Source: an optimization exercise on an open RTL-to-GDS flow (aim: small area, a short achievable clock period and few clock cycles per item). Production flows keep margins and buffers that such runs may drop. Only simulation tests tie the RTL to the original design; equivalence was not proved. No activity file was given, so power comes from the tool's default toggle rates.

==> flow/design.v, too long to show whole: its modules and the start of the top module <==
// module pi_speed_controller_with_position_core: 231 lines
// module pisc_mul_sat: 472 lines
// module pisc_mul_u24u7: 1144 lines
// module pisc_bk32: 310 lines
// module pisc_bk17: 160 lines
// module pisc_bk14: 130 lines
// module pisc_bk12: 113 lines
module pi_speed_controller_with_position_core #(
    parameter int GEAR_MODULUS   = pisc_pkg::GEAR_MODULUS_DEF,
    parameter int INTEGRAL_LIMIT = pisc_pkg::INTEGRAL_LIMIT_DEF
) (
    input  logic                          i_clk,
    input  logic                          i_rst_n,
    input  logic                          i_s_tvalid,
    output logic                          o_s_tready,
    input  logic [pisc_pkg::IN_W-1:0]     i_s_tdata,
    output logic                          o_m_tvalid,
    input  logic                          i_m_tready,
    output logic [pisc_pkg::OUT_W-1:0]    o_m_tdata,
    input  logic                          psel,
    input  logic                          penable,
    input  logic                          pwrite,
    input  logic [pisc_pkg::APB_AW-1:0]   paddr,
    input  logic [pisc_pkg::APB_DW-1:0]   pwdata,
    output logic [pisc_pkg::APB_DW-1:0]   prdata,
    output logic                          pready
);
  // ...
==> flow/flow/run.sh <==
#!/bin/bash
# The standard layout, with plain buf_2 cells as the port buffers (the
# standard flow's buffer_ports picks a slow delay cell for them).
set -euo pipefail
export BUFFER_PORTS_ARGS="-buffer_cell sky130_fd_sc_hd__buf_2"
bash standard.sh > standard.log 2>&1
==> flow/standard.sh <==
#!/bin/bash
# synth_recipe.tcl (not shown) runs the flow's synth.tcl, then flattens the netlist and writes it again
# the make line also repeats each setting of config.mk as NAME=value (left out here)
make -C /OpenROAD-flow-scripts/flow DESIGN_CONFIG=/design/flow/config.mk WORK_HOME=/design/flow/orfs CLKGATE_MAP_FILE= SYNTH_SCRIPT=/design/flow/synth_recipe.tcl "${@:-finish}"
==> flow/config.mk <==
export PLATFORM = sky130hd
export DESIGN_NAME = pi_speed_controller_with_position_core
export DESIGN_NICKNAME = pi_speed_controller_with_position_core
export VERILOG_FILES = /design/flow/design.v
export SDC_FILE = /design/flow/constraint.sdc
export NUM_CORES = 4
export LEC_CHECK = 0
export CAP_MARGIN = 20
export CORE_MARGIN = 2
export CORE_UTILIZATION = 40
export SETUP_SLACK_MARGIN = 3.5
export SLEW_MARGIN = 20
==> flow/constraint.sdc <==
create_clock -name core_clock -period 10.0 [get_ports {i_clk}]
set_input_delay 2.0000 -clock core_clock [delete_from_list [all_inputs] [get_ports {i_clk}]]
set_output_delay 2.0000 -clock core_clock [all_outputs]
set_load 0.01 [all_outputs]
==> reports/results.tsv, run 1 <==
metric	value	unit
Total GRT Usage	19.5	%
Sequential Power Share	37.1	%
DRT met1 WL	29000	µm
cell count after synthesis	2744	
Post-synth EDFFs	193	
worst setup path class	reg -> reg	
Synth Register Bits	352	
Avg WL per Cell	17.8	µm
top-count cell post-synth	nand2_1	
worst endpoint required time	10300	ps
GR peak layer	met2	
Finish-stage setup viols	0	
Layout area overhead	12.5	%
CP Depth	26	
outcome	finished clean	
Switching Share	35.5	%
Synth area leaders	edfxtp_1, fa_1, dfxtp_1	
most instantiated cells after synthesis	nand2_1, inv_1, and2_1	
die area	70500	µm²
Async SR Flop Fraction	0	%
final worst slack	3780	ps
core box area	67500	µm²
Mapped Area	27400	µm²
Vert. Die Dim	266	µm
share of the synthesized area in the top cell type	21.2	%
comb_multi_in	1967	
non-clock buffer count	231	
largest net degree at the start of global routing	188	
Final #Nets	3448	
simple-gate area share of the yosys netlist	16.8	%
dpl cell area	29100	µm²
Ports	246	
Testbench counts, summed over its fixed seeds: cycles 2,080, items 2,048.
==> module pi_speed_controller_with_position_core, before the edit <==
module pi_speed_controller_with_position_core #(
    parameter int GEAR_MODULUS   = pisc_pkg::GEAR_MODULUS_DEF,
    parameter int INTEGRAL_LIMIT = pisc_pkg::INTEGRAL_LIMIT_DEF
) (
    input  logic                          i_clk,
    input  logic                          i_rst_n,
    input  logic                          i_s_tvalid,
    output logic                          o_s_tready,
    input  logic [pisc_pkg::IN_W-1:0]     i_s_tdata,
    output logic                          o_m_tvalid,
    input  logic                          i_m_tready,
    output logic [pisc_pkg::OUT_W-1:0]    o_m_tdata,
    input  logic                          psel,
    input  logic                          penable,
    input  logic                          pwrite,
    input  logic [pisc_pkg::APB_AW-1:0]   paddr,
    input  logic [pisc_pkg::APB_DW-1:0]   pwdata,
    output logic [pisc_pkg::APB_DW-1:0]   prdata,
    output logic                          pready
);
    localparam logic [23:0] W_RST = 24'((pisc_pkg::PWM_PERIOD_RST * 4096 + 24) / 25);
    logic [7:0]  r_kp;
    logic [7:0]  r_ki;
    logic [15:0] r_per;
    logic        w_cfg_wr;
    assign pready   = 1'b1;
    assign w_cfg_wr = psel && penable && pwrite;
    always_ff @(posedge i_clk) begin
        if (!i_rst_n) begin
            r_kp  <= pisc_pkg::PROP_GAIN_RST;
            r_ki  <= pisc_pkg::INTEG_GAIN_RST;
            r_per <= pisc_pkg::PWM_PERIOD_RST;
        end else if (w_cfg_wr) begin
            case (paddr[3:2])
                2'd0: r_kp  <= pwdata[7:0];
                2'd1: r_ki  <= pwdata[7:0];
                2'd2: r_per <= pwdata[15:0];
                default: ;
            endcase
        end
    end
    always_comb begin
        case (paddr[3:2])
            2'd0:    prdata = {24'd0, r_kp};
            2'd1:    prdata = {24'd0, r_ki};
            2'd2:    prdata = {16'd0, r_per};
            default: prdata = '0;
        endcase
    end
    logic [23:0] r_w;
    logic [4:0]  r_rem;
    logic [3:0]  r_wcnt;
    logic        w_per_wr;
    logic [2:0]  w_dig;
    logic [7:0]  w_dv;
    logic [2:0]  w_qd;
    logic [4:0]  w_rd;
    assign w_per_wr = w_cfg_wr && (paddr[3:2] == 2'd2);
    always_comb begin
        case (r_wcnt)
            4'd8:    w_dig = r_per[11:9];
            4'd7:    w_dig = r_per[8:6];
            4'd6:    w_dig = r_per[5:3];
            4'd5:    w_dig = r_per[2:0];
            4'd2:    w_dig = 3'd3;
            default: w_dig = 3'd0;
        endcase
    end
    assign w_dv = {r_rem, w_dig};
    always_comb begin
        w_qd = '0;
        for (int j = 1; j < 8; j++) if (w_dv >= 8'(25 * j)) w_qd = 3'(j);
    end
    assign w_rd = 5'(w_dv - {w_qd, 4'b0} - {w_qd, 3'b0} - {5'b0, w_qd});
    always_ff @(posedge i_clk) begin
        if (!i_rst_n) begin
            r_wcnt <= 4'd0;
            r_w    <= W_RST;
        end else if (w_per_wr) begin
            r_wcnt <= 4'd8;
        end else if (r_wcnt != 4'd0) begin
            r_wcnt <= r_wcnt - 4'd1;
            r_w    <= {r_w[20:0], w_qd};
        end
    end
    always_ff @(posedge i_clk) begin
        if (w_per_wr) begin
            r_rem <= {1'b0, pwdata[15:12]};
        end else begin
            r_rem <= w_rd;
        end
    end
    logic w_busy;
    assign w_busy = (r_wcnt > 4'd3);
    logic r_v1, r_v2, r_v3, r_vo;
    logic w_adv;
    logic w_take;
    assign w_adv      = !r_vo || i_m_tready;
    assign o_s_tready = w_adv && !w_busy;
    assign w_take     = i_s_tvalid && o_s_tready;
    always_ff @(posedge i_clk) begin
        if (!i_rst_n) begin
            r_v1 <= 1'b0;
            r_v2 <= 1'b0;
            r_v3 <= 1'b0;
            r_vo <= 1'b0;
        end else if (w_adv) begin
            r_v1 <= w_take;
            r_v2 <= r_v1;
            r_v3 <= r_v2;
            r_vo <= r_v3;
        end
    end
    logic signed [15:0] w_delta;
    logic [16:0]        w_dbl;
    logic [16:0]        w_d17;
    logic [16:0]        w_err;
    assign w_delta = $signed(i_s_tdata[15:0]);
    assign w_dbl   = {8'd0, i_s_tdata[23:16], 1'b0};
    assign w_d17   = {i_s_tdata[15], i_s_tdata[15:0]};
    pisc_bk17 u_add_err (.i_a(w_dbl), .i_b(w_d17 ^ {17{!i_s_tdata[24]}}),
                         .i_c(!i_s_tdata[24]), .o_s(w_err), .o_c());
    logic [16:0] r_err1, r_err2, r_err3;
    logic [15:0] r_d1, r_d2, r_d3;
    logic [2:0]  r_f1, r_f2, r_f3;        
    logic        w_err_ovf;
    logic [12:0] w_pim, w_ppm;
    logic [12:0] r_pim2, r_ppm2;
    assign w_err_ovf = !(&r_err1[16:12]) && (|r_err1[16:12]);
    pisc_mul_sat u_mul_pi (.i_e(r_err1[11:0]), .i_s(r_err1[16]), .i_k(r_ki), .o_m(w_pim));
    pisc_mul_sat u_mul_pp (.i_e(r_err1[11:0]), .i_s(r_err1[16]), .i_k(r_kp), .o_m(w_ppm));
    logic [11:0]        r_integ;
    logic [6:0]         r_duty3;
    logic signed [13:0] w_s;
    logic signed [13:0] w_sum;
    logic [11:0]        w_integ;
    logic [6:0]         w_duty;
    logic [13:0] w_pi14, w_pp14, w_sum14;
    assign w_pi14 = {1'b0, r_pim2} ^ {14{r_err2[16]}};
    assign w_pp14 = {1'b0, r_ppm2} ^ {14{r_err2[16]}};
    pisc_bk14 u_add_int (.i_a({2'b00, r_integ}), .i_b(w_pi14), .i_c(r_err2[16]),
                         .o_s(w_s), .o_c());
    always_comb begin
        if (w_s[13])                   w_integ = 12'd0;
        else if (w_s >= 14'sd3200)     w_integ = 12'd3200;
        else                           w_integ = w_s[11:0];
    end
    pisc_bk14 u_add_sum (.i_a({2'b00, w_integ}), .i_b(w_pp14), .i_c(r_err2[16]),
                         .o_s(w_sum14), .o_c());
    assign w_sum = w_sum14;
    always_comb begin
        if (w_sum[13])                 w_duty = 7'd0;
        else if (w_sum >= 14'sd3200)   w_duty = 7'd100;
        else                           w_duty = w_sum[11:5];
    end
    logic [29:0] w_cmpx;
    logic [31:0] w_d32;
    logic [13:0] w_gnew;
    pisc_mul_u24u7 u_mul_cmp (.i_a(r_w), .i_b(r_duty3), .o_p(w_cmpx));
    assign w_d32  = {{16{r_d3[15]}}, r_d3};
    logic [9:0]        w_glo;
    logic signed [7:0] w_ghs;
    logic [4:0]        w_ghi;
    assign w_glo = {1'b0, r_gear[8:0]} + {1'b0, r_d3[8:0]};
    assign w_ghs = $signed({3'b000, r_gear[13:9]}) + $signed(r_d3[15:9])
                 + $signed({7'd0, w_glo[9]});
    always_comb begin
        if (w_ghs >= 8'sd75)       w_ghi = 5'(w_ghs - 8'sd75);
        else if (w_ghs >= 8'sd50)  w_ghi = 5'(w_ghs - 8'sd50);
        else if (w_ghs >= 8'sd25)  w_ghi = 5'(w_ghs - 8'sd25);
        else if (w_ghs >= 8'sd0)   w_ghi = 5'(w_ghs);
        else if (w_ghs >= -8'sd25) w_ghi = 5'(w_ghs + 8'sd25);
        else if (w_ghs >= -8'sd50) w_ghi = 5'(w_ghs + 8'sd50);
        else                       w_ghi = 5'(w_ghs + 8'sd75);
    end
    assign w_gnew = {w_ghi, w_glo[8:0]};
    logic [6:0]  r_duty;
    logic [15:0] r_cmp;
    logic [16:0] r_err;
    logic [11:0] r_integ_o;
    logic [31:0] r_travel;
    logic [31:0] r_segment;
    logic [13:0] r_gear;
    logic [31:0] w_travel;
    logic [31:0] w_segment;
    pisc_bk32 u_add_trv (.i_a(r_f3[0] ? 32'd0 : r_travel), .i_b(w_d32), .i_c(1'b0),
                         .o_s(w_travel), .o_c());
    pisc_bk32 u_add_seg (.i_a((r_f3[0] || r_f3[1]) ? 32'd0 : r_segment), .i_b(w_d32),
                         .i_c(1'b0), .o_s(w_segment), .o_c());
    always_ff @(posedge i_clk) begin
        if (w_adv) begin
            r_err1 <= w_err;
            r_d1   <= i_s_tdata[15:0];
            r_f1   <= i_s_tdata[27:25];
            r_err2 <= r_err1;
            r_d2   <= r_d1;
            r_f2   <= r_f1;
            r_pim2 <= (w_err_ovf && (r_ki != 8'd0)) ? 13'd4096 : w_pim;
            r_ppm2 <= (w_err_ovf && (r_kp != 8'd0)) ? 13'd4096 : w_ppm;
            r_err3  <= r_err2;
            r_d3    <= r_d2;
            r_f3    <= r_f2;
            r_duty3 <= w_duty;
            r_err     <= r_err3;
            r_duty    <= r_duty3;
            r_cmp     <= w_cmpx[29:14];
            r_integ_o <= r_integ;
        end
    end
    always_ff @(posedge i_clk) begin
        if (!i_rst_n) begin
            r_integ <= '0;
        end else if (w_adv && r_v2) begin
            r_integ <= w_integ;
        end
    end
    always_ff @(posedge i_clk) begin
        if (!i_rst_n) begin
            r_travel  <= '0;
            r_segment <= '0;
            r_gear    <= '0;
        end else if (w_adv && r_v3) begin
            r_travel  <= w_travel;
            r_segment <= w_segment;
            r_gear    <= r_f3[2] ? 14'd0 : w_gnew;
        end
    end
    assign o_m_tvalid = r_vo;
    assign o_m_tdata  = {6'd0, r_gear, r_segment, r_travel, r_integ_o,
                         r_err, r_cmp, r_duty};
endmodule
==> module pisc_mul_sat, before the edit <==
module pisc_mul_sat (
    input  logic [11:0] i_e,
    input  logic i_s,
    input  logic [7:0] i_k,
    output logic [12:0] o_m
);
    logic ex_0;
    logic ex_1;
    logic ex_2;
    logic ex_3;
    logic ex_4;
    logic ex_5;
    logic ex_6;
    logic ex_7;
    logic ex_8;
    logic ex_9;
    logic ex_10;
    logic ex_11;
    logic pp_0_0;
    logic pp_0_1;
    logic pp_0_2;
    logic pp_0_3;
    logic pp_0_4;
    logic pp_0_5;
    logic pp_0_6;
    logic pp_0_7;
    logic pp_0_8;
    logic pp_0_9;
    logic pp_0_10;
    logic pp_0_11;
    logic ps_0;
    logic pp_1_0;
    logic pp_1_1;
    logic pp_1_2;
    logic pp_1_3;
    logic pp_1_4;
    logic pp_1_5;
    logic pp_1_6;
    logic pp_1_7;
    logic pp_1_8;
    logic pp_1_9;
    logic pp_1_10;
    logic ps_1;
    logic pp_2_0;
    logic pp_2_1;
    logic pp_2_2;
    logic pp_2_3;
    logic pp_2_4;
    logic pp_2_5;
    logic pp_2_6;
    logic pp_2_7;
    logic pp_2_8;
    logic pp_2_9;
    logic ps_2;
    logic pp_3_0;
    logic pp_3_1;
    logic pp_3_2;
    logic pp_3_3;
    logic pp_3_4;
    logic pp_3_5;
    logic pp_3_6;
    logic pp_3_7;
    logic pp_3_8;
    logic ps_3;
    logic pp_4_0;
    logic pp_4_1;
    logic pp_4_2;
    logic pp_4_3;
    logic pp_4_4;
    logic pp_4_5;
    logic pp_4_6;
    logic pp_4_7;
    logic ps_4;
    logic pp_5_0;
    logic pp_5_1;
    logic pp_5_2;
    logic pp_5_3;
    logic pp_5_4;
    logic pp_5_5;
    logic pp_5_6;
    logic ps_5;
    logic pp_6_0;
    logic pp_6_1;
    logic pp_6_2;
    logic pp_6_3;
    logic pp_6_4;
    logic pp_6_5;
    logic ps_6;
    logic pp_7_0;
    logic pp_7_1;
    logic pp_7_2;
    logic pp_7_3;
    logic pp_7_4;
    logic ps_7;
    logic m1;
    logic m2;
    logic m3;
    logic m4;
    logic m5;
    logic m6;
    logic m7;
    logic m8;
    logic m9;
    logic m10;
    logic m11;
    logic m12;
    logic m13;
    logic m14;
    logic m15;
    logic m16;
    logic m17;
    logic m18;
    logic m19;
    logic m20;
    logic m21;
    logic m22;
    logic m23;
    logic m24;
    logic m25;
    logic m26;
    logic m27;
    logic m28;
    logic m29;
    logic m30;
    logic m31;
    logic m32;
    logic m33;
    logic m34;
    logic m35;
    logic m36;
    logic m37;
    logic m38;
    logic m39;
    logic m40;
    logic m41;
    logic m42;
    logic m43;
    logic m44;
    logic m45;
    logic m46;
    logic m47;
    logic m48;
    logic m49;
    logic m50;
    logic m51;
    logic m52;
    logic m53;
    logic m54;
    logic m55;
    logic m56;
    logic m57;
    logic m58;
    logic m59;
    logic m60;
    logic m61;
    logic m62;
    logic m63;
    logic m64;
    logic m65;
    logic m66;
    logic m67;
    logic m68;
    logic m69;
    logic m70;
    logic m71;
    logic m72;
    logic m73;
    logic m74;
    logic m75;
    logic m76;
    logic m77;
    logic m78;
    logic m79;
    logic m80;
    logic m81;
    logic m82;
    logic m83;
    logic m84;
    logic m85;
    logic m86;
    logic m87;
    logic m88;
    logic m89;
    logic m90;
    logic m91;
    logic m92;
    logic m93;
    logic m94;
    logic m95;
    logic m96;
    logic m97;
    logic m98;
    logic m99;
    logic m100;
    logic m101;
    logic m102;
    logic m103;
    logic m104;
    logic m105;
    logic m106;
    logic m107;
    logic m108;
    logic m109;
    logic m110;
    logic m111;
    logic m112;
    assign ex_0 = i_e[0] ^ i_s;
    assign ex_1 = i_e[1] ^ i_s;
    assign ex_2 = i_e[2] ^ i_s;
    assign ex_3 = i_e[3] ^ i_s;
    assign ex_4 = i_e[4] ^ i_s;
    assign ex_5 = i_e[5] ^ i_s;
    assign ex_6 = i_e[6] ^ i_s;
    assign ex_7 = i_e[7] ^ i_s;
    assign ex_8 = i_e[8] ^ i_s;
    assign ex_9 = i_e[9] ^ i_s;
    assign ex_10 = i_e[10] ^ i_s;
    assign ex_11 = i_e[11] ^ i_s;
    assign pp_0_0 = i_k[0] & ex_0;
    assign pp_0_1 = i_k[0] & ex_1;
    assign pp_0_2 = i_k[0] & ex_2;
    assign pp_0_3 = i_k[0] & ex_3;
    assign pp_0_4 = i_k[0] & ex_4;
    assign pp_0_5 = i_k[0] & ex_5;
    assign pp_0_6 = i_k[0] & ex_6;
    assign pp_0_7 = i_k[0] & ex_7;
    assign pp_0_8 = i_k[0] & ex_8;
    assign pp_0_9 = i_k[0] & ex_9;
    assign pp_0_10 = i_k[0] & ex_10;
    assign pp_0_11 = i_k[0] & ex_11;
    assign ps_0 = i_k[0] & i_s;
    assign pp_1_0 = i_k[1] & ex_0;
    assign pp_1_1 = i_k[1] & ex_1;
    assign pp_1_2 = i_k[1] & ex_2;
    assign pp_1_3 = i_k[1] & ex_3;
    assign pp_1_4 = i_k[1] & ex_4;
    assign pp_1_5 = i_k[1] & ex_5;
    assign pp_1_6 = i_k[1] & ex_6;
    assign pp_1_7 = i_k[1] & ex_7;
    assign pp_1_8 = i_k[1] & ex_8;
    assign pp_1_9 = i_k[1] & ex_9;
    assign pp_1_10 = i_k[1] & ex_10;
    assign ps_1 = i_k[1] & i_s;
    assign pp_2_0 = i_k[2] & ex_0;
    assign pp_2_1 = i_k[2] & ex_1;
    assign pp_2_2 = i_k[2] & ex_2;
    assign pp_2_3 = i_k[2] & ex_3;
    assign pp_2_4 = i_k[2] & ex_4;
    assign pp_2_5 = i_k[2] & ex_5;
    assign pp_2_6 = i_k[2] & ex_6;
    assign pp_2_7 = i_k[2] & ex_7;
    assign pp_2_8 = i_k[2] & ex_8;
    assign pp_2_9 = i_k[2] & ex_9;
    assign ps_2 = i_k[2] & i_s;
    assign pp_3_0 = i_k[3] & ex_0;
    assign pp_3_1 = i_k[3] & ex_1;
    assign pp_3_2 = i_k[3] & ex_2;
    assign pp_3_3 = i_k[3] & ex_3;
    assign pp_3_4 = i_k[3] & ex_4;
    assign pp_3_5 = i_k[3] & ex_5;
    assign pp_3_6 = i_k[3] & ex_6;
    assign pp_3_7 = i_k[3] & ex_7;
    assign pp_3_8 = i_k[3] & ex_8;
    assign ps_3 = i_k[3] & i_s;
    assign pp_4_0 = i_k[4] & ex_0;
    assign pp_4_1 = i_k[4] & ex_1;
    assign pp_4_2 = i_k[4] & ex_2;
    assign pp_4_3 = i_k[4] & ex_3;
    assign pp_4_4 = i_k[4] & ex_4;
    assign pp_4_5 = i_k[4] & ex_5;
    assign pp_4_6 = i_k[4] & ex_6;
    assign pp_4_7 = i_k[4] & ex_7;
    assign ps_4 = i_k[4] & i_s;
    assign pp_5_0 = i_k[5] & ex_0;
    assign pp_5_1 = i_k[5] & ex_1;
    assign pp_5_2 = i_k[5] & ex_2;
    assign pp_5_3 = i_k[5] & ex_3;
    assign pp_5_4 = i_k[5] & ex_4;
    assign pp_5_5 = i_k[5] & ex_5;
    assign pp_5_6 = i_k[5] & ex_6;
    assign ps_5 = i_k[5] & i_s;
    assign pp_6_0 = i_k[6] & ex_0;
    assign pp_6_1 = i_k[6] & ex_1;
    assign pp_6_2 = i_k[6] & ex_2;
    assign pp_6_3 = i_k[6] & ex_3;
    assign pp_6_4 = i_k[6] & ex_4;
    assign pp_6_5 = i_k[6] & ex_5;
    assign ps_6 = i_k[6] & i_s;
    assign pp_7_0 = i_k[7] & ex_0;
    assign pp_7_1 = i_k[7] & ex_1;
    assign pp_7_2 = i_k[7] & ex_2;
    assign pp_7_3 = i_k[7] & ex_3;
    assign pp_7_4 = i_k[7] & ex_4;
    assign ps_7 = i_k[7] & i_s;
    assign m1 = pp_0_5 ^ pp_1_4;
    assign m2 = pp_0_5 & pp_1_4;
    assign m3 = pp_0_6 ^ pp_1_5 ^ pp_2_4;
    assign m4 = (pp_0_6 & pp_1_5) | (pp_0_6 & pp_2_4) | (pp_1_5 & pp_2_4);
    assign m5 = pp_3_3 ^ pp_4_2;
    assign m6 = pp_3_3 & pp_4_2;
    assign m7 = pp_0_7 ^ pp_1_6 ^ pp_2_5;
    assign m8 = (pp_0_7 & pp_1_6) | (pp_0_7 & pp_2_5) | (pp_1_6 & pp_2_5);
    assign m9 = pp_3_4 ^ pp_4_3 ^ pp_5_2;
    assign m10 = (pp_3_4 & pp_4_3) | (pp_3_4 & pp_5_2) | (pp_4_3 & pp_5_2);
    assign m11 = pp_6_1 ^ pp_7_0;
    assign m12 = pp_6_1 & pp_7_0;
    assign m13 = pp_0_8 ^ pp_1_7 ^ pp_2_6;
    assign m14 = (pp_0_8 & pp_1_7) | (pp_0_8 & pp_2_6) | (pp_1_7 & pp_2_6);
    assign m15 = pp_3_5 ^ pp_4_4 ^ pp_5_3;
    assign m16 = (pp_3_5 & pp_4_4) | (pp_3_5 & pp_5_3) | (pp_4_4 & pp_5_3);
    assign m17 = pp_6_2 ^ pp_7_1;
    assign m18 = pp_6_2 & pp_7_1;
    assign m19 = pp_0_9 ^ pp_1_8 ^ pp_2_7;
    assign m20 = (pp_0_9 & pp_1_8) | (pp_0_9 & pp_2_7) | (pp_1_8 & pp_2_7);
    assign m21 = pp_3_6 ^ pp_4_5 ^ pp_5_4;
    assign m22 = (pp_3_6 & pp_4_5) | (pp_3_6 & pp_5_4) | (pp_4_5 & pp_5_4);
    assign m23 = pp_6_3 ^ pp_7_2;
    assign m24 = pp_6_3 & pp_7_2;
    assign m25 = pp_0_10 ^ pp_1_9 ^ pp_2_8;
    assign m26 = (pp_0_10 & pp_1_9) | (pp_0_10 & pp_2_8) | (pp_1_9 & pp_2_8);
    assign m27 = pp_3_7 ^ pp_4_6 ^ pp_5_5;
    assign m28 = (pp_3_7 & pp_4_6) | (pp_3_7 & pp_5_5) | (pp_4_6 & pp_5_5);
    assign m29 = pp_6_4 ^ pp_7_3;
    assign m30 = pp_6_4 & pp_7_3;
    assign m31 = pp_0_11 ^ pp_1_10 ^ pp_2_9;
    assign m32 = (pp_0_11 & pp_1_10) | (pp_0_11 & pp_2_9) | (pp_1_10 & pp_2_9);
    assign m33 = pp_3_8 ^ pp_4_7 ^ pp_5_6;
    assign m34 = (pp_3_8 & pp_4_7) | (pp_3_8 & pp_5_6) | (pp_4_7 & pp_5_6);
    assign m35 = pp_6_5 ^ pp_7_4;
    assign m36 = pp_6_5 & pp_7_4;
    assign m37 = pp_0_3 ^ pp_1_2;
    assign m38 = pp_0_3 & pp_1_2;
    assign m39 = pp_0_4 ^ pp_1_3 ^ pp_2_2;
    assign m40 = (pp_0_4 & pp_1_3) | (pp_0_4 & pp_2_2) | (pp_1_3 & pp_2_2);
    assign m41 = pp_3_1 ^ pp_4_0;
    assign m42 = pp_3_1 & pp_4_0;
    assign m43 = pp_2_3 ^ pp_3_2 ^ pp_4_1;
    assign m44 = (pp_2_3 & pp_3_2) | (pp_2_3 & pp_4_1) | (pp_3_2 & pp_4_1);
    assign m45 = pp_5_0 ^ ps_5 ^ m1;
    assign m46 = (pp_5_0 & ps_5) | (pp_5_0 & m1) | (ps_5 & m1);
    assign m47 = pp_5_1 ^ pp_6_0 ^ ps_6;
    assign m48 = (pp_5_1 & pp_6_0) | (pp_5_1 & ps_6) | (pp_6_0 & ps_6);
    assign m49 = m2 ^ m3 ^ m5;
    assign m50 = (m2 & m3) | (m2 & m5) | (m3 & m5);
    assign m51 = ps_7 ^ m4 ^ m6;
    assign m52 = (ps_7 & m4) | (ps_7 & m6) | (m4 & m6);
    assign m53 = m7 ^ m9 ^ m11;
    assign m54 = (m7 & m9) | (m7 & m11) | (m9 & m11);
    assign m55 = m8 ^ m10 ^ m12;
    assign m56 = (m8 & m10) | (m8 & m12) | (m10 & m12);
    assign m57 = m13 ^ m15 ^ m17;
    assign m58 = (m13 & m15) | (m13 & m17) | (m15 & m17);
    assign m59 = m14 ^ m16 ^ m18;
    assign m60 = (m14 & m16) | (m14 & m18) | (m16 & m18);
    assign m61 = m19 ^ m21 ^ m23;
    assign m62 = (m19 & m21) | (m19 & m23) | (m21 & m23);
    assign m63 = m20 ^ m22 ^ m24;
    assign m64 = (m20 & m22) | (m20 & m24) | (m22 & m24);
    assign m65 = m25 ^ m27 ^ m29;
    assign m66 = (m25 & m27) | (m25 & m29) | (m27 & m29);
    assign m67 = m26 ^ m28 ^ m30;
    assign m68 = (m26 & m28) | (m26 & m30) | (m28 & m30);
    assign m69 = m31 ^ m33 ^ m35;
    assign m70 = (m31 & m33) | (m31 & m35) | (m33 & m35);
    assign m71 = pp_0_2 ^ pp_1_1;
    assign m72 = pp_0_2 & pp_1_1;
    assign m73 = pp_2_1 ^ pp_3_0 ^ ps_3;
    assign m74 = (pp_2_1 & pp_3_0) | (pp_2_1 & ps_3) | (pp_3_0 & ps_3);
    assign m75 = ps_4 ^ m38 ^ m39;
    assign m76 = (ps_4 & m38) | (ps_4 & m39) | (m38 & m39);
    assign m77 = m40 ^ m42 ^ m43;
    assign m78 = (m40 & m42) | (m40 & m43) | (m42 & m43);
    assign m79 = m44 ^ m46 ^ m47;
    assign m80 = (m44 & m46) | (m44 & m47) | (m46 & m47);
    assign m81 = m48 ^ m50 ^ m51;
    assign m82 = (m48 & m50) | (m48 & m51) | (m50 & m51);
    assign m83 = m52 ^ m54 ^ m55;
    assign m84 = (m52 & m54) | (m52 & m55) | (m54 & m55);
    assign m85 = m56 ^ m58 ^ m59;
    assign m86 = (m56 & m58) | (m56 & m59) | (m58 & m59);
    assign m87 = m60 ^ m62 ^ m63;
    assign m88 = (m60 & m62) | (m60 & m63) | (m62 & m63);
    assign m89 = m64 ^ m66 ^ m67;
    assign m90 = (m64 & m66) | (m64 & m67) | (m66 & m67);
    assign m91 = pp_0_1 ^ pp_1_0;
    assign m92 = pp_0_1 & pp_1_0;
    assign m93 = pp_2_0 ^ ps_2 ^ m71;
    assign m94 = (pp_2_0 & ps_2) | (pp_2_0 & m71) | (ps_2 & m71);
    assign m95 = m37 ^ m72 ^ m73;
    assign m96 = (m37 & m72) | (m37 & m73) | (m72 & m73);
    assign m97 = m41 ^ m74 ^ m75;
    assign m98 = (m41 & m74) | (m41 & m75) | (m74 & m75);
    assign m99 = m45 ^ m76 ^ m77;
    assign m100 = (m45 & m76) | (m45 & m77) | (m76 & m77);
    assign m101 = m49 ^ m78 ^ m79;
    assign m102 = (m49 & m78) | (m49 & m79) | (m78 & m79);
    assign m103 = m53 ^ m80 ^ m81;
    assign m104 = (m53 & m80) | (m53 & m81) | (m80 & m81);
    assign m105 = m57 ^ m82 ^ m83;
    assign m106 = (m57 & m82) | (m57 & m83) | (m82 & m83);
    assign m107 = m61 ^ m84 ^ m85;
    assign m108 = (m61 & m84) | (m61 & m85) | (m84 & m85);
    assign m109 = m65 ^ m86 ^ m87;
    assign m110 = (m65 & m86) | (m65 & m87) | (m86 & m87);
    assign m111 = m69 ^ m88 ^ m89;
    assign m112 = (m69 & m88) | (m69 & m89) | (m88 & m89);
    logic [11:0] fa, fb, fs;
    logic fc;
    assign fa[0] = pp_0_0;
    assign fb[0] = ps_0;
    assign fa[1] = ps_1;
    assign fb[1] = m91;
    assign fa[2] = m92;
    assign fb[2] = m93;
    assign fa[3] = m94;
    assign fb[3] = m95;
    assign fa[4] = m96;
    assign fb[4] = m97;
    assign fa[5] = m98;
    assign fb[5] = m99;
    assign fa[6] = m100;
    assign fb[6] = m101;
    assign fa[7] = m102;
    assign fb[7] = m103;
    assign fa[8] = m104;
    assign fb[8] = m105;
    assign fa[9] = m106;
    assign fb[9] = m107;
    assign fa[10] = m108;
    assign fb[10] = m109;
    assign fa[11] = m110;
    assign fb[11] = m111;
    pisc_bk12 u_fin (.i_a(fa), .i_b(fb), .i_c(1'b0), .o_s(fs), .o_c(fc));
    logic ovf;
    assign ovf = (i_k[1] & ex_11) |
                 (i_k[2] & ex_10) |
                 (i_k[2] & ex_11) |
                 (i_k[3] & ex_9) |
                 (i_k[3] & ex_10) |
                 (i_k[3] & ex_11) |
                 (i_k[4] & ex_8) |
                 (i_k[4] & ex_9) |
                 (i_k[4] & ex_10) |
                 (i_k[4] & ex_11) |
                 (i_k[5] & ex_7) |
                 (i_k[5] & ex_8) |
                 (i_k[5] & ex_9) |
                 (i_k[5] & ex_10) |
                 (i_k[5] & ex_11) |
                 (i_k[6] & ex_6) |
                 (i_k[6] & ex_7) |
                 (i_k[6] & ex_8) |
                 (i_k[6] & ex_9) |
                 (i_k[6] & ex_10) |
                 (i_k[6] & ex_11) |
                 (i_k[7] & ex_5) |
                 (i_k[7] & ex_6) |
                 (i_k[7] & ex_7) |
                 (i_k[7] & ex_8) |
                 (i_k[7] & ex_9) |
                 (i_k[7] & ex_10) |
                 (i_k[7] & ex_11) |
                 m32 |
                 m34 |
                 m36 |
                 m68 |
                 m70 |
                 m90 |
                 m112 |
                 fc;
    assign o_m = ovf ? 13'd4096 : {1'b0, fs};
endmodule
==> run 2, diff against run 1 <==
--- a/flow/design.v
+++ b/flow/design.v
@@ -207,40 +207,52 @@
     logic [15:0] r_d1, r_d2, r_d3;
     logic [2:0]  r_f1, r_f2, r_f3;        
     logic        w_err_ovf;
     logic [12:0] w_pim, w_ppm;
     logic [12:0] r_pim2, r_ppm2;
     assign w_err_ovf = !(&r_err1[16:12]) && (|r_err1[16:12]);
     pisc_mul_sat u_mul_pi (.i_e(r_err1[11:0]), .i_s(r_err1[16]), .i_k(r_ki), .o_m(w_pim));
     pisc_mul_sat u_mul_pp (.i_e(r_err1[11:0]), .i_s(r_err1[16]), .i_k(r_kp), .o_m(w_ppm));
-    logic [11:0]        r_integ;
-    logic [6:0]         r_duty3;
-    logic signed [13:0] w_s;
-    logic signed [13:0] w_sum;
-    logic [11:0]        w_integ;
-    logic [6:0]         w_duty;
-    logic [13:0] w_pi14, w_pp14, w_sum14;
-    assign w_pi14 = {1'b0, r_pim2} ^ {14{r_err2[16]}};
-    assign w_pp14 = {1'b0, r_ppm2} ^ {14{r_err2[16]}};
-    pisc_bk14 u_add_int (.i_a({2'b00, r_integ}), .i_b(w_pi14), .i_c(r_err2[16]),
+    logic [11:0] r_integ;
+    logic [6:0]  r_duty3;
+    logic        w_sgn2;
+    logic [13:0] w_pi14, w_pp14;
+    logic [13:0] w_s;
+    logic        w_s_neg, w_s_big;
+    logic [11:0] w_integ;
+    logic [13:0] w_ca_s, w_ca_m, w_ca_c, w_suma, w_sumb;
+    logic [6:0]  w_duty_a, w_duty_b, w_duty_c, w_duty;
+    function automatic logic [6:0] duty_of(input logic [13:0] sum);
+        if (sum[13])                     duty_of = 7'd0;
+        else if (sum >= 14'd3200)        duty_of = 7'd100;
+        else                             duty_of = sum[11:5];
+    endfunction
+    assign w_sgn2 = r_err2[16];
+    assign w_pi14 = {1'b0, r_pim2} ^ {14{w_sgn2}};
+    assign w_pp14 = {1'b0, r_ppm2} ^ {14{w_sgn2}};
+    pisc_sk14 u_add_int (.i_a({2'b00, r_integ}), .i_b(w_pi14), .i_c(w_sgn2),
                          .o_s(w_s), .o_c());
+    assign w_s_neg = w_s[13];
+    assign w_s_big = !w_s[13] && (w_s >= 14'd3200);
     always_comb begin
-        if (w_s[13])                   w_integ = 12'd0;
-        else if (w_s >= 14'sd3200)     w_integ = 12'd3200;
-        else                           w_integ = w_s[11:0];
-    end
-    pisc_bk14 u_add_sum (.i_a({2'b00, w_integ}), .i_b(w_pp14), .i_c(r_err2[16]),
-                         .o_s(w_sum14), .o_c());
-    assign w_sum = w_sum14;
-    always_comb begin
-        if (w_sum[13])                 w_duty = 7'd0;
-        else if (w_sum >= 14'sd3200)   w_duty = 7'd100;
-        else                           w_duty = w_sum[11:5];
+        if (w_s_neg)      w_integ = 12'd0;
+        else if (w_s_big) w_integ = 12'd3200;
+        else              w_integ = w_s[11:0];
     end
+    assign w_ca_s = {2'b00, r_integ} ^ w_pi14 ^ w_pp14;
+    assign w_ca_m = ({2'b00, r_integ} & w_pi14) | ({2'b00, r_integ} & w_pp14)
+                  | (w_pi14 & w_pp14);
+    assign w_ca_c = {w_ca_m[12:0], w_sgn2};
+    pisc_sk14 u_add_sa (.i_a(w_ca_s), .i_b(w_ca_c), .i_c(w_sgn2), .o_s(w_suma), .o_c());
+    assign w_duty_a = duty_of(w_suma);
+    assign w_sumb   = 14'd3200 - {1'b0, r_ppm2};
+    assign w_duty_b = w_sgn2 ? duty_of(w_sumb) : 7'd100;
+    assign w_duty_c = w_sgn2 ? 7'd0 : ((r_ppm2 >= 13'd3200) ? 7'd100 : r_ppm2[11:5]);
+    assign w_duty = w_s_neg ? w_duty_c : (w_s_big ? w_duty_b : w_duty_a);
     logic [29:0] w_cmpx;
     logic [31:0] w_d32;
     logic [13:0] w_gnew;
     pisc_mul_u24u7 u_mul_cmp (.i_a(r_w), .i_b(r_duty3), .o_p(w_cmpx));
     assign w_d32  = {{16{r_d3[15]}}, r_d3};
     logic [9:0]        w_glo;
     logic signed [7:0] w_ghs;
     logic [4:0]        w_ghi;
@@ -267,29 +279,29 @@
     logic [31:0] w_travel;
     logic [31:0] w_segment;
     pisc_bk32 u_add_trv (.i_a(r_f3[0] ? 32'd0 : r_travel), .i_b(w_d32), .i_c(1'b0),
                          .o_s(w_travel), .o_c());
     pisc_bk32 u_add_seg (.i_a((r_f3[0] || r_f3[1]) ? 32'd0 : r_segment), .i_b(w_d32),
                          .i_c(1'b0), .o_s(w_segment), .o_c());
     always_ff @(posedge i_clk) begin
         if (w_adv) begin
-            r_err1 <= w_err;
+            r_err1 <= {w_err[16:12], w_err[11:0] ^ {12{w_err[16]}}};
             r_d1   <= i_s_tdata[15:0];
             r_f1   <= i_s_tdata[27:25];
             r_err2 <= r_err1;
             r_d2   <= r_d1;
             r_f2   <= r_f1;
             r_pim2 <= (w_err_ovf && (r_ki != 8'd0)) ? 13'd4096 : w_pim;
             r_ppm2 <= (w_err_ovf && (r_kp != 8'd0)) ? 13'd4096 : w_ppm;
             r_err3  <= r_err2;
             r_d3    <= r_d2;
             r_f3    <= r_f2;
             r_duty3 <= w_duty;
-            r_err     <= r_err3;
+            r_err     <= {r_err3[16:12], r_err3[11:0] ^ {12{r_err3[16]}}};
             r_duty    <= r_duty3;
             r_cmp     <= w_cmpx[29:14];
             r_integ_o <= r_integ;
         end
     end
     always_ff @(posedge i_clk) begin
         if (!i_rst_n) begin
             r_integ <= '0;
@@ -513,28 +525,28 @@
     logic m105;
     logic m106;
     logic m107;
     logic m108;
     logic m109;
     logic m110;
     logic m111;
     logic m112;
-    assign ex_0 = i_e[0] ^ i_s;
-    assign ex_1 = i_e[1] ^ i_s;
-    assign ex_2 = i_e[2] ^ i_s;
-    assign ex_3 = i_e[3] ^ i_s;
-    assign ex_4 = i_e[4] ^ i_s;
-    assign ex_5 = i_e[5] ^ i_s;
-    assign ex_6 = i_e[6] ^ i_s;
-    assign ex_7 = i_e[7] ^ i_s;
-    assign ex_8 = i_e[8] ^ i_s;
-    assign ex_9 = i_e[9] ^ i_s;
-    assign ex_10 = i_e[10] ^ i_s;
-    assign ex_11 = i_e[11] ^ i_s;
+    assign ex_0 = i_e[0];
+    assign ex_1 = i_e[1];
+    assign ex_2 = i_e[2];
+    assign ex_3 = i_e[3];
+    assign ex_4 = i_e[4];
+    assign ex_5 = i_e[5];
+    assign ex_6 = i_e[6];
+    assign ex_7 = i_e[7];
+    assign ex_8 = i_e[8];
+    assign ex_9 = i_e[9];
+    assign ex_10 = i_e[10];
+    assign ex_11 = i_e[11];
     assign pp_0_0 = i_k[0] & ex_0;
     assign pp_0_1 = i_k[0] & ex_1;
     assign pp_0_2 = i_k[0] & ex_2;
     assign pp_0_3 = i_k[0] & ex_3;
     assign pp_0_4 = i_k[0] & ex_4;
     assign pp_0_5 = i_k[0] & ex_5;
     assign pp_0_6 = i_k[0] & ex_6;
     assign pp_0_7 = i_k[0] & ex_7;
@@ -739,17 +751,17 @@
     assign fa[8] = m104;
     assign fb[8] = m105;
     assign fa[9] = m106;
     assign fb[9] = m107;
     assign fa[10] = m108;
     assign fb[10] = m109;
     assign fa[11] = m110;
     assign fb[11] = m111;
-    pisc_bk12 u_fin (.i_a(fa), .i_b(fb), .i_c(1'b0), .o_s(fs), .o_c(fc));
+    pisc_sk12 u_fin (.i_a(fa), .i_b(fb), .i_c(1'b0), .o_s(fs), .o_c(fc));
     logic ovf;
     assign ovf = (i_k[1] & ex_11) |
                  (i_k[2] & ex_10) |
                  (i_k[2] & ex_11) |
                  (i_k[3] & ex_9) |
                  (i_k[3] & ex_10) |
                  (i_k[3] & ex_11) |
                  (i_k[4] & ex_8) |
@@ -1338,16 +1350,52 @@
     logic m379;
     logic m380;
     logic m381;
     logic m382;
     logic m383;
     logic m384;
     logic m385;
     logic m386;
+    logic m387;
+    logic m388;
+    logic m389;
+    logic m390;
+    logic m391;
+    logic m392;
+    logic m393;
+    logic m394;
+    logic m395;
+    logic m396;
+    logic m397;
+    logic m398;
+    logic m399;
+    logic m400;
+    logic m401;
+    logic m402;
+    logic m403;
+    logic m404;
+    logic m405;
+    logic m406;
+    logic m407;
+    logic m408;
+    logic m409;
+    logic m410;
+    logic m411;
+    logic m412;
+    logic m413;
+    logic m414;
+    logic m415;
+    logic m416;
+    logic m417;
+    logic m418;
+    logic m419;
+    logic m420;
+    logic m421;
+    logic m422;
     assign pp_0_0 = i_a[0] & i_b[0];
     assign pp_0_1 = i_a[1] & i_b[0];
     assign pp_0_2 = i_a[2] & i_b[0];
     assign pp_0_3 = i_a[3] & i_b[0];
     assign pp_0_4 = i_a[4] & i_b[0];
     assign pp_0_5 = i_a[5] & i_b[0];
     assign pp_0_6 = i_a[6] & i_b[0];
     assign pp_0_7 = i_a[7] & i_b[0];
@@ -1823,115 +1871,151 @@
     assign m309 = m273 | (m274 & m271);
     assign m310 = m274 & m272;
     assign m311 = m277 | (m278 & m275);
     assign m312 = m278 & m276;
     assign m313 = m281 | (m282 & m279);
     assign m314 = m282 & m280;
     assign m315 = m285 | (m286 & m283);
     assign m316 = m286 & m284;
-    assign m317 = m291 | (m292 & m289);
-    assign m318 = m292 & m290;
-    assign m319 = m295 | (m296 & m293);
-    assign m320 = m296 & m294;
-    assign m321 = m299 | (m300 & m297);
-    assign m322 = m300 & m298;
-    assign m323 = m303 | (m304 & m301);
-    assign m324 = m304 & m302;
-    assign m325 = m307 | (m308 & m305);
-    assign m326 = m308 & m306;
-    assign m327 = m311 | (m312 & m309);
-    assign m328 = m312 & m310;
-    assign m329 = m315 | (m316 & m313);
-    assign m330 = m316 & m314;
-    assign m331 = m319 | (m320 & m317);
-    assign m332 = m320 & m318;
-    assign m333 = m323 | (m324 & m321);
-    assign m334 = m324 & m322;
-    assign m335 = m327 | (m328 & m325);
-    assign m336 = m328 & m326;
-    assign m337 = m333 | (m334 & m331);
-    assign m338 = m334 & m332;
-    assign m339 = m335 | (m336 & m337);
-    assign m340 = m336 & m338;
-    assign m341 = m321 | (m322 & m331);
-    assign m342 = m322 & m332;
-    assign m343 = m325 | (m326 & m337);
-    assign m344 = m326 & m338;
-    assign m345 = m329 | (m330 & m339);
-    assign m346 = m330 & m340;
-    assign m347 = m293 | (m294 & m317);
-    assign m348 = m294 & m318;
-    assign m349 = m297 | (m298 & m331);
-    assign m350 = m298 & m332;
-    assign m351 = m301 | (m302 & m341);
-    assign m352 = m302 & m342;
-    assign m353 = m305 | (m306 & m337);
-    assign m354 = m306 & m338;
-    assign m355 = m309 | (m310 & m343);
-    assign m356 = m310 & m344;
-    assign m357 = m313 | (m314 & m339);
-    assign m358 = m314 & m340;
-    assign m359 = m235 | (m236 & m289);
-    assign m360 = m236 & m290;
-    assign m361 = m239 | (m240 & m317);
-    assign m362 = m240 & m318;
-    assign m363 = m243 | (m244 & m347);
-    assign m364 = m244 & m348;
-    assign m365 = m247 | (m248 & m331);
-    assign m366 = m248 & m332;
-    assign m367 = m251 | (m252 & m349);
-    assign m368 = m252 & m350;
-    assign m369 = m255 | (m256 & m341);
-    assign m370 = m256 & m342;
-    assign m371 = m259 | (m260 & m351);
-    assign m372 = m260 & m352;
-    assign m373 = m263 | (m264 & m337);
-    assign m374 = m264 & m338;
-    assign m375 = m267 | (m268 & m353);
-    assign m376 = m268 & m354;
-    assign m377 = m271 | (m272 & m343);
-    assign m378 = m272 & m344;
-    assign m379 = m275 | (m276 & m355);
-    assign m380 = m276 & m356;
-    assign m381 = m279 | (m280 & m339);
-    assign m382 = m280 & m340;
-    assign m383 = m283 | (m284 & m357);
-    assign m384 = m284 & m358;
-    assign m385 = m287 | (m288 & m345);
-    assign m386 = m288 & m346;
+    assign m317 = m235 | (m236 & m289);
+    assign m318 = m236 & m290;
+    assign m319 = m291 | (m292 & m289);
+    assign m320 = m292 & m290;
+    assign m321 = m243 | (m244 & m293);
+    assign m322 = m244 & m294;
+    assign m323 = m295 | (m296 & m293);
+    assign m324 = m296 & m294;
+    assign m325 = m251 | (m252 & m297);
+    assign m326 = m252 & m298;
+    assign m327 = m299 | (m300 & m297);
+    assign m328 = m300 & m298;
+    assign m329 = m259 | (m260 & m301);
+    assign m330 = m260 & m302;
+    assign m331 = m303 | (m304 & m301);
+    assign m332 = m304 & m302;
+    assign m333 = m267 | (m268 & m305);
+    assign m334 = m268 & m306;
+    assign m335 = m307 | (m308 & m305);
+    assign m336 = m308 & m306;
+    assign m337 = m275 | (m276 & m309);
+    assign m338 = m276 & m310;
+    assign m339 = m311 | (m312 & m309);
+    assign m340 = m312 & m310;
+    assign m341 = m283 | (m284 & m313);
+    assign m342 = m284 & m314;
+    assign m343 = m315 | (m316 & m313);
+    assign m344 = m316 & m314;
+    assign m345 = m239 | (m240 & m319);
+    assign m346 = m240 & m320;
+    assign m347 = m293 | (m294 & m319);
+    assign m348 = m294 & m320;
+    assign m349 = m321 | (m322 & m319);
+    assign m350 = m322 & m320;
+    assign m351 = m323 | (m324 & m319);
+    assign m352 = m324 & m320;
+    assign m353 = m255 | (m256 & m327);
+    assign m354 = m256 & m328;
+    assign m355 = m301 | (m302 & m327);
+    assign m356 = m302 & m328;
+    assign m357 = m329 | (m330 & m327);
+    assign m358 = m330 & m328;
+    assign m359 = m331 | (m332 & m327);
+    assign m360 = m332 & m328;
+    assign m361 = m271 | (m272 & m335);
+    assign m362 = m272 & m336;
+    assign m363 = m309 | (m310 & m335);
+    assign m364 = m310 & m336;
+    assign m365 = m337 | (m338 & m335);
+    assign m366 = m338 & m336;
+    assign m367 = m339 | (m340 & m335);
+    assign m368 = m340 & m336;
+    assign m369 = m287 | (m288 & m343);
+    assign m370 = m288 & m344;
+    assign m371 = m247 | (m248 & m351);
+    assign m372 = m248 & m352;
+    assign m373 = m297 | (m298 & m351);
+    assign m374 = m298 & m352;
+    assign m375 = m325 | (m326 & m351);
+    assign m376 = m326 & m352;
+    assign m377 = m327 | (m328 & m351);
+    assign m378 = m328 & m352;
+    assign m379 = m353 | (m354 & m351);
+    assign m380 = m354 & m352;
+    assign m381 = m355 | (m356 & m351);
+    assign m382 = m356 & m352;
+    assign m383 = m357 | (m358 & m351);
+    assign m384 = m358 & m352;
+    assign m385 = m359 | (m360 & m351);
+    assign m386 = m360 & m352;
+    assign m387 = m279 | (m280 & m367);
+    assign m388 = m280 & m368;
+    assign m389 = m313 | (m314 & m367);
+    assign m390 = m314 & m368;
+    assign m391 = m341 | (m342 & m367);
+    assign m392 = m342 & m368;
+    assign m393 = m343 | (m344 & m367);
+    assign m394 = m344 & m368;
+    assign m395 = m369 | (m370 & m367);
+    assign m396 = m370 & m368;
+    assign m397 = m263 | (m264 & m385);
+    assign m398 = m264 & m386;
+    assign m399 = m305 | (m306 & m385);
+    assign m400 = m306 & m386;
+    assign m401 = m333 | (m334 & m385);
+    assign m402 = m334 & m386;
+    assign m403 = m335 | (m336 & m385);
+    assign m404 = m336 & m386;
+    assign m405 = m361 | (m362 & m385);
+    assign m406 = m362 & m386;
+    assign m407 = m363 | (m364 & m385);
+    assign m408 = m364 & m386;
+    assign m409 = m365 | (m366 & m385);
+    assign m410 = m366 & m386;
+    assign m411 = m367 | (m368 & m385);
+    assign m412 = m368 & m386;
+    assign m413 = m387 | (m388 & m385);
+    assign m414 = m388 & m386;
+    assign m415 = m389 | (m390 & m385);
+    assign m416 = m390 & m386;
+    assign m417 = m391 | (m392 & m385);
+    assign m418 = m392 & m386;
+    assign m419 = m393 | (m394 & m385);
+    assign m420 = m394 & m386;
+    assign m421 = m395 | (m396 & m385);
+    assign m422 = m396 & m386;
     assign o_p[1] = m232;
     assign o_p[2] = m234 ^ m231;
     assign o_p[3] = m236 ^ m289;
-    assign o_p[4] = m238 ^ m359;
-    assign o_p[5] = m240 ^ m317;
-    assign o_p[6] = m242 ^ m361;
+    assign o_p[4] = m238 ^ m317;
+    assign o_p[5] = m240 ^ m319;
+    assign o_p[6] = m242 ^ m345;
     assign o_p[7] = m244 ^ m347;
-    assign o_p[8] = m246 ^ m363;
-    assign o_p[9] = m248 ^ m331;
-    assign o_p[10] = m250 ^ m365;
-    assign o_p[11] = m252 ^ m349;
-    assign o_p[12] = m254 ^ m367;
-    assign o_p[13] = m256 ^ m341;
-    assign o_p[14] = m258 ^ m369;
-    assign o_p[15] = m260 ^ m351;
-    assign o_p[16] = m262 ^ m371;
-    assign o_p[17] = m264 ^ m337;
-    assign o_p[18] = m266 ^ m373;
-    assign o_p[19] = m268 ^ m353;
-    assign o_p[20] = m270 ^ m375;
-    assign o_p[21] = m272 ^ m343;
-    assign o_p[22] = m274 ^ m377;
-    assign o_p[23] = m276 ^ m355;
-    assign o_p[24] = m278 ^ m379;
-    assign o_p[25] = m280 ^ m339;
-    assign o_p[26] = m282 ^ m381;
-    assign o_p[27] = m284 ^ m357;
-    assign o_p[28] = m286 ^ m383;
-    assign o_p[29] = m288 ^ m345;
+    assign o_p[8] = m246 ^ m349;
+    assign o_p[9] = m248 ^ m351;
+    assign o_p[10] = m250 ^ m371;
+    assign o_p[11] = m252 ^ m373;
+    assign o_p[12] = m254 ^ m375;
+    assign o_p[13] = m256 ^ m377;
+    assign o_p[14] = m258 ^ m379;
+    assign o_p[15] = m260 ^ m381;
+    assign o_p[16] = m262 ^ m383;
+    assign o_p[17] = m264 ^ m385;
+    assign o_p[18] = m266 ^ m397;
+    assign o_p[19] = m268 ^ m399;
+    assign o_p[20] = m270 ^ m401;
+    assign o_p[21] = m272 ^ m403;
+    assign o_p[22] = m274 ^ m405;
+    assign o_p[23] = m276 ^ m407;
+    assign o_p[24] = m278 ^ m409;
+    assign o_p[25] = m280 ^ m411;
+    assign o_p[26] = m282 ^ m413;
+    assign o_p[27] = m284 ^ m415;
+    assign o_p[28] = m286 ^ m417;
+    assign o_p[29] = m288 ^ m419;
 endmodule
 module pisc_bk32 (
     input  logic [31:0] i_a,
     input  logic [31:0] i_b,
     input  logic i_c,
     output logic [31:0] o_s,
     output logic o_c
 );
@@ -2393,17 +2477,17 @@
     assign o_s[11] = p0[11] ^ g_10_1;
     assign o_s[12] = p0[12] ^ g_11_3;
     assign o_s[13] = p0[13] ^ g_12_1;
     assign o_s[14] = p0[14] ^ g_13_2;
     assign o_s[15] = p0[15] ^ g_14_1;
     assign o_s[16] = p0[16] ^ g_15_4;
     assign o_c = g_16_1;
 endmodule
-module pisc_bk14 (
+module pisc_sk14 (
     input  logic [13:0] i_a,
     input  logic [13:0] i_b,
     input  logic i_c,
     output logic [13:0] o_s,
     output logic o_c
 );
     logic [13:0] p0;
     assign p0 = i_a ^ i_b;
@@ -2465,75 +2549,87 @@
     assign g_9_1 = g_9_0 | (p_9_0 & g_8_0);
     assign p_9_1 = p_9_0 & p_8_0;
     logic g_11_1, p_11_1;
     assign g_11_1 = g_11_0 | (p_11_0 & g_10_0);
     assign p_11_1 = p_11_0 & p_10_0;
     logic g_13_1, p_13_1;
     assign g_13_1 = g_13_0 | (p_13_0 & g_12_0);
     assign p_13_1 = p_13_0 & p_12_0;
+    logic g_2_1, p_2_1;
+    assign g_2_1 = g_2_0 | (p_2_0 & g_1_1);
+    assign p_2_1 = p_2_0 & p_1_1;
     logic g_3_2, p_3_2;
     assign g_3_2 = g_3_1 | (p_3_1 & g_1_1);
     assign p_3_2 = p_3_1 & p_1_1;
+    logic g_6_1, p_6_1;
+    assign g_6_1 = g_6_0 | (p_6_0 & g_5_1);
+    assign p_6_1 = p_6_0 & p_5_1;
     logic g_7_2, p_7_2;
     assign g_7_2 = g_7_1 | (p_7_1 & g_5_1);
     assign p_7_2 = p_7_1 & p_5_1;
+    logic g_10_1, p_10_1;
+    assign g_10_1 = g_10_0 | (p_10_0 & g_9_1);
+    assign p_10_1 = p_10_0 & p_9_1;
     logic g_11_2, p_11_2;
     assign g_11_2 = g_11_1 | (p_11_1 & g_9_1);
     assign p_11_2 = p_11_1 & p_9_1;
-    logic g_7_3, p_7_3;
-    assign g_7_3 = g_7_2 | (p_7_2 & g_3_2);
-    assign p_7_3 = p_7_2 & p_3_2;
-    logic g_11_3, p_11_3;
-    assign g_11_3 = g_11_2 | (p_11_2 & g_7_3);
-    assign p_11_3 = p_11_2 & p_7_3;
+    logic g_4_1, p_4_1;
+    assign g_4_1 = g_4_0 | (p_4_0 & g_3_2);
+    assign p_4_1 = p_4_0 & p_3_2;
     logic g_5_2, p_5_2;
     assign g_5_2 = g_5_1 | (p_5_1 & g_3_2);
     assign p_5_2 = p_5_1 & p_3_2;
-    logic g_9_2, p_9_2;
-    assign g_9_2 = g_9_1 | (p_9_1 & g_7_3);
-    assign p_9_2 = p_9_1 & p_7_3;
+    logic g_6_2, p_6_2;
+    assign g_6_2 = g_6_1 | (p_6_1 & g_3_2);
+    assign p_6_2 = p_6_1 & p_3_2;
+    logic g_7_3, p_7_3;
+    assign g_7_3 = g_7_2 | (p_7_2 & g_3_2);
+    assign p_7_3 = p_7_2 & p_3_2;
+    logic g_12_1, p_12_1;
+    assign g_12_1 = g_12_0 | (p_12_0 & g_11_2);
+    assign p_12_1 = p_12_0 & p_11_2;
     logic g_13_2, p_13_2;
-    assign g_13_2 = g_13_1 | (p_13_1 & g_11_3);
-    assign p_13_2 = p_13_1 & p_11_3;
-    logic g_2_1, p_2_1;
-    assign g_2_1 = g_2_0 | (p_2_0 & g_1_1);
-    assign p_2_1 = p_2_0 & p_1_1;
-    logic g_4_1, p_4_1;
-    assign g_4_1 = g_4_0 | (p_4_0 & g_3_2);
-    assign p_4_1 = p_4_0 & p_3_2;
-    logic g_6_1, p_6_1;
-    assign g_6_1 = g_6_0 | (p_6_0 & g_5_2);
-    assign p_6_1 = p_6_0 & p_5_2;
+    assign g_13_2 = g_13_1 | (p_13_1 & g_11_2);
+    assign p_13_2 = p_13_1 & p_11_2;
     logic g_8_1, p_8_1;
     assign g_8_1 = g_8_0 | (p_8_0 & g_7_3);
     assign p_8_1 = p_8_0 & p_7_3;
-    logic g_10_1, p_10_1;
-    assign g_10_1 = g_10_0 | (p_10_0 & g_9_2);
-    assign p_10_1 = p_10_0 & p_9_2;
-    logic g_12_1, p_12_1;
-    assign g_12_1 = g_12_0 | (p_12_0 & g_11_3);
-    assign p_12_1 = p_12_0 & p_11_3;
+    logic g_9_2, p_9_2;
+    assign g_9_2 = g_9_1 | (p_9_1 & g_7_3);
+    assign p_9_2 = p_9_1 & p_7_3;
+    logic g_10_2, p_10_2;
+    assign g_10_2 = g_10_1 | (p_10_1 & g_7_3);
+    assign p_10_2 = p_10_1 & p_7_3;
+    logic g_11_3, p_11_3;
+    assign g_11_3 = g_11_2 | (p_11_2 & g_7_3);
+    assign p_11_3 = p_11_2 & p_7_3;
+    logic g_12_2, p_12_2;
+    assign g_12_2 = g_12_1 | (p_12_1 & g_7_3);
+    assign p_12_2 = p_12_1 & p_7_3;
+    logic g_13_3, p_13_3;
+    assign g_13_3 = g_13_2 | (p_13_2 & g_7_3);
+    assign p_13_3 = p_13_2 & p_7_3;
     assign o_s[0] = p0[0] ^ i_c;
     assign o_s[1] = p0[1] ^ g_0_0;
     assign o_s[2] = p0[2] ^ g_1_1;
     assign o_s[3] = p0[3] ^ g_2_1;
     assign o_s[4] = p0[4] ^ g_3_2;
     assign o_s[5] = p0[5] ^ g_4_1;
     assign o_s[6] = p0[6] ^ g_5_2;
-    assign o_s[7] = p0[7] ^ g_6_1;
+    assign o_s[7] = p0[7] ^ g_6_2;
     assign o_s[8] = p0[8] ^ g_7_3;
     assign o_s[9] = p0[9] ^ g_8_1;
     assign o_s[10] = p0[10] ^ g_9_2;
-    assign o_s[11] = p0[11] ^ g_10_1;
+    assign o_s[11] = p0[11] ^ g_10_2;
     assign o_s[12] = p0[12] ^ g_11_3;
-    assign o_s[13] = p0[13] ^ g_12_1;
-    assign o_c = g_13_2;
+    assign o_s[13] = p0[13] ^ g_12_2;
+    assign o_c = g_13_3;
 endmodule
-module pisc_bk12 (
+module pisc_sk12 (
     input  logic [11:0] i_a,
     input  logic [11:0] i_b,
     input  logic i_c,
     output logic [11:0] o_s,
     output logic o_c
 );
     logic [11:0] p0;
     assign p0 = i_a ^ i_b;
@@ -2586,58 +2682,64 @@
     assign g_7_1 = g_7_0 | (p_7_0 & g_6_0);
     assign p_7_1 = p_7_0 & p_6_0;
     logic g_9_1, p_9_1;
     assign g_9_1 = g_9_0 | (p_9_0 & g_8_0);
     assign p_9_1 = p_9_0 & p_8_0;
     logic g_11_1, p_11_1;
     assign g_11_1 = g_11_0 | (p_11_0 & g_10_0);
     assign p_11_1 = p_11_0 & p_10_0;
+    logic g_2_1, p_2_1;
+    assign g_2_1 = g_2_0 | (p_2_0 & g_1_1);
+    assign p_2_1 = p_2_0 & p_1_1;
     logic g_3_2, p_3_2;
     assign g_3_2 = g_3_1 | (p_3_1 & g_1_1);
     assign p_3_2 = p_3_1 & p_1_1;
+    logic g_6_1, p_6_1;
+    assign g_6_1 = g_6_0 | (p_6_0 & g_5_1);
+    assign p_6_1 = p_6_0 & p_5_1;
     logic g_7_2, p_7_2;
     assign g_7_2 = g_7_1 | (p_7_1 & g_5_1);
     assign p_7_2 = p_7_1 & p_5_1;
+    logic g_10_1, p_10_1;
+    assign g_10_1 = g_10_0 | (p_10_0 & g_9_1);
+    assign p_10_1 = p_10_0 & p_9_1;
     logic g_11_2, p_11_2;
     assign g_11_2 = g_11_1 | (p_11_1 & g_9_1);
     assign p_11_2 = p_11_1 & p_9_1;
-    logic g_7_3, p_7_3;
-    assign g_7_3 = g_7_2 | (p_7_2 & g_3_2);
-    assign p_7_3 = p_7_2 & p_3_2;
-    logic g_11_3, p_11_3;
-    assign g_11_3 = g_11_2 | (p_11_2 & g_7_3);
-    assign p_11_3 = p_11_2 & p_7_3;
-    logic g_5_2, p_5_2;
-    assign g_5_2 = g_5_1 | (p_5_1 & g_3_2);
-    assign p_5_2 = p_5_1 & p_3_2;
-    logic g_9_2, p_9_2;
-    assign g_9_2 = g_9_1 | (p_9_1 & g_7_3);
-    assign p_9_2 = p_9_1 & p_7_3;
-    logic g_2_1, p_2_1;
-    assign g_2_1 = g_2_0 | (p_2_0 & g_1_1);
-    assign p_2_1 = p_2_0 & p_1_1;
     logic g_4_1, p_4_1;
     assign g_4_1 = g_4_0 | (p_4_0 & g_3_2);
     assign p_4_1 = p_4_0 & p_3_2;
-    logic g_6_1, p_6_1;
-    assign g_6_1 = g_6_0 | (p_6_0 & g_5_2);
-    assign p_6_1 = p_6_0 & p_5_2;
+    logic g_5_2, p_5_2;
+    assign g_5_2 = g_5_1 | (p_5_1 & g_3_2);
+    assign p_5_2 = p_5_1 & p_3_2;
+    logic g_6_2, p_6_2;
+    assign g_6_2 = g_6_1 | (p_6_1 & g_3_2);
+    assign p_6_2 = p_6_1 & p_3_2;
+    logic g_7_3, p_7_3;
+    assign g_7_3 = g_7_2 | (p_7_2 & g_3_2);
+    assign p_7_3 = p_7_2 & p_3_2;
     logic g_8_1, p_8_1;
     assign g_8_1 = g_8_0 | (p_8_0 & g_7_3);
     assign p_8_1 = p_8_0 & p_7_3;
-    logic g_10_1, p_10_1;
-    assign g_10_1 = g_10_0 | (p_10_0 & g_9_2);
-    assign p_10_1 = p_10_0 & p_9_2;
+    logic g_9_2, p_9_2;
+    assign g_9_2 = g_9_1 | (p_9_1 & g_7_3);
+    assign p_9_2 = p_9_1 & p_7_3;
+    logic g_10_2, p_10_2;
+    assign g_10_2 = g_10_1 | (p_10_1 & g_7_3);
+    assign p_10_2 = p_10_1 & p_7_3;
+    logic g_11_3, p_11_3;
+    assign g_11_3 = g_11_2 | (p_11_2 & g_7_3);
+    assign p_11_3 = p_11_2 & p_7_3;
     assign o_s[0] = p0[0] ^ i_c;
     assign o_s[1] = p0[1] ^ g_0_0;
     assign o_s[2] = p0[2] ^ g_1_1;
     assign o_s[3] = p0[3] ^ g_2_1;
     assign o_s[4] = p0[4] ^ g_3_2;
     assign o_s[5] = p0[5] ^ g_4_1;
     assign o_s[6] = p0[6] ^ g_5_2;
-    assign o_s[7] = p0[7] ^ g_6_1;
+    assign o_s[7] = p0[7] ^ g_6_2;
     assign o_s[8] = p0[8] ^ g_7_3;
     assign o_s[9] = p0[9] ^ g_8_1;
     assign o_s[10] = p0[10] ^ g_9_2;
-    assign o_s[11] = p0[11] ^ g_10_1;
+    assign o_s[11] = p0[11] ^ g_10_2;
     assign o_c = g_11_3;
 endmodule
==> run 2 against run 1 <==
Critical endpoint is now r_cmp[14]$_DFFE_PN_. Clock power is essentially flat. Synthesized cell count grew 3.6%. Core utilization decreased by 0.51 points. Largest power group unchanged. Sequential share of layout area fell by 0.73 points. Sequential power grew 5%. Hold slack improved by 1.5 ps. Routed wire length grew 0.78%. Maximum frequency increased by 6.0%. Combinational power grew 6%. Cell area rose by 2.6%.
==> reports/results.tsv, run 2 <==
metric	value	unit	change
worst skew pair latency	610	ps	
switching power	2.02	mW	
Synth area leaders	edfxtp_1, fa_1, dfxtp_1		
CTS root buffer	clkbuf_16		
Placer Congestion	0.841		
global-route wire length before repair	111000	µm	
antenna violations before repair	4		
Logic pwr share	32.5	%	
# fillers	6629		
Starting Density	40.4	%	
Ports	246		unchanged
Total GRT Usage	18.7	%	-0.76 points
largest net degree at the start of global routing	97		-48%
die width	270	µm	
Rel. slew slack	29.0	%	
Final period util	58.7	%	
Sequential Power Share	37.3	%	+0.2 points
Final Slew Violations	0		
Synth Register Bits	352		unchanged
HPWL Detailed	50500	µm	
Post-synth EDFFs	193		unchanged
Switching Share	36.4	%	+0.94 points
Longest Clk Path Bufs	3		
top-count cell post-synth	nand2_1		
cell count after synthesis	2843		+3.6%
Post-CTS Setup Inserts	0		
worst setup path class	reg -> reg		
RSZ-0062 raised after global routing	false		
Final Hold Viols	0		
fraction of layout instances using a drive strength above 1	10.6	%	
Max Fanout on Critical Path	25		
share of the synthesized area in the top cell type	20.5	%	-0.68 points
Mapped Area	28300	µm²	+3.3%
max-cap violation count	0		
most common cell after layout, fill and taps aside	nand2_1		
worst hold slack	398	ps	
Vert. Die Dim	270	µm	+1.6%
Final #Nets	3526		+2.3%
TritonCTS clock tree	done		
top_reg_cell synth	edfxtp_1		
most frequent cells in the layout	nand2_1, inv_1, and2_1		
die area	72900	µm²	+3.3%
core box area	70000	µm²	+3.7%
Hold-fix buffers, CTS	0		
Layout area overhead	11.7	%	
Clock Skew	24.2	ps	
post-route setup TNS	0	ps	
# clock sinks	352		
Resized cells post-CTS	0		
final wirelength	68400	µm	
fin util	45.1	%	
Async SR Flop Fraction	0	%	unchanged
Leak	14.8	nW	
Mean Syn Cell Area	9.95	µm²	
Peak VDD IR	0.000160	V	
Worst setup EP type	flop		
Critical Path AT	6210	ps	
largest area contributor in the netlist	edfxtp_1		
Via Count	20383		
total CTS buffers	45		
Placed Cells	3876		
most instantiated cells after synthesis	nand2_1, inv_1, and2_1		
outcome	finished clean		
Final ANT Viol Nets	0		
vias per cell	5.14		
Ys Warns	1		
Avg WL per Cell	17.3	µm	-3.0%
Clock Power Share	30.2	%	
Finish-stage setup viols	0		unchanged
drt pass-1 iters	5		
worst endpoint required time	10340	ps	+40 ps
-- run 2: area by class of cell --
class	count	area (µm²)	share of cell area, %
clock inverter	29	339	1.07
clock buffer	55	1210	3.85
timing repair buffer	216	1120	3.56
antenna	3	7.51	0.0238
inverter	294	1110	3.51
tap	940	1180	3.72
multi-input combinational	2074	17600	55.8
sequential	352	8980	28.4
-- run 2: kinds of logic after synthesis --
family | count (synthesis) | synth area share (%)
AOI/OAI and AO/OA | 427 | 10.8
xor gates and xnor gates | 164 | 5.08
and+or+nand+nor | 965 | 17.4
buffers and inverters | 438 | 6.19
other | 2 | 0.0266
adders and majority gates | 468 | 27.8
muxes | 27 | 0.956
DFF | 352 | 31.7
-- run 2: worst paths after layout --
path | start | to | slack (ps) | cells past startpoint
max | r_duty3[1]$_DFFE_PN_ | r_cmp[14]$_DFFE_PN_ | 4130 | 16
min | r_err2[1]$_DFFE_PN_ | r_err3[1]$_DFFE_PN_ | 400 | 0
max reg2reg | r_duty3[1]$_DFFE_PN_ | r_cmp[14]$_DFFE_PN_ | 4130 | 16
min reg2reg | r_err2[1]$_DFFE_PN_ | r_err3[1]$_DFFE_PN_ | 400 | 0
-- run 2: through the flow --
step / cell area (µm²) / setup slack [ps]
3_3_place_gp: 30000 / 4170
4_1_cts: 31600 / 4030
2_1_floorplan: 28400 / 3500
3_5_place_dp: 30000 / 4070
5_1_grt: 31600 / 3590
6_report: 31600 / 4130
-- run 2: routing by layer --
layer / global-route usage [%] / wire [µm] / up-vias
li1: - / - / 9638
met4: 7.05 / 2280 / 2
met5: 0 / 13 / -
met3: 2.71 / 3200 / 119
met2: 32.2 / 33400 / 478
met1: 23.8 / 29500 / 10146
-- run 2: power groups by stage --
stage	clock (mW)	combinational (mW)	sequential (mW)
2_1_floorplan	0	1.42	1.96
3_3_place_gp	0	1.74	2.09
3_5_place_dp	0	1.80	2.10
4_1_cts	1.73	1.82	2.07
5_1_grt	1.78	2.05	2.10
6_report	1.68	1.80	2.07
-- run 2: worst max-delay path, cell delays in order (launching register included) --
cell      delay, ps
edfxtp_1        870
and2_1          250
fa_1            430
fa_1            400
fa_1            530
fa_1            420
ha_1            300
a211oi_1        270
nand2_1          80
o221a_2         310
o31ai_1         500
a211o_1         290
o21ai_0         240
a41oi_1         330
nand2b_1        120
a21oi_1         180
xnor2_1          80
Testbench counts of run 2, summed over its fixed seeds: cycles 2,080, items 2,048.

Setup slack of run 2, layout unchanged: 4.131 ns with ideal ports, 4.131 ns with driving cells assumed (clock clkbuf_16, inputs buf_2), 4.131 ns with port delays also shifted by the 0.657 ns mid clock arrival.
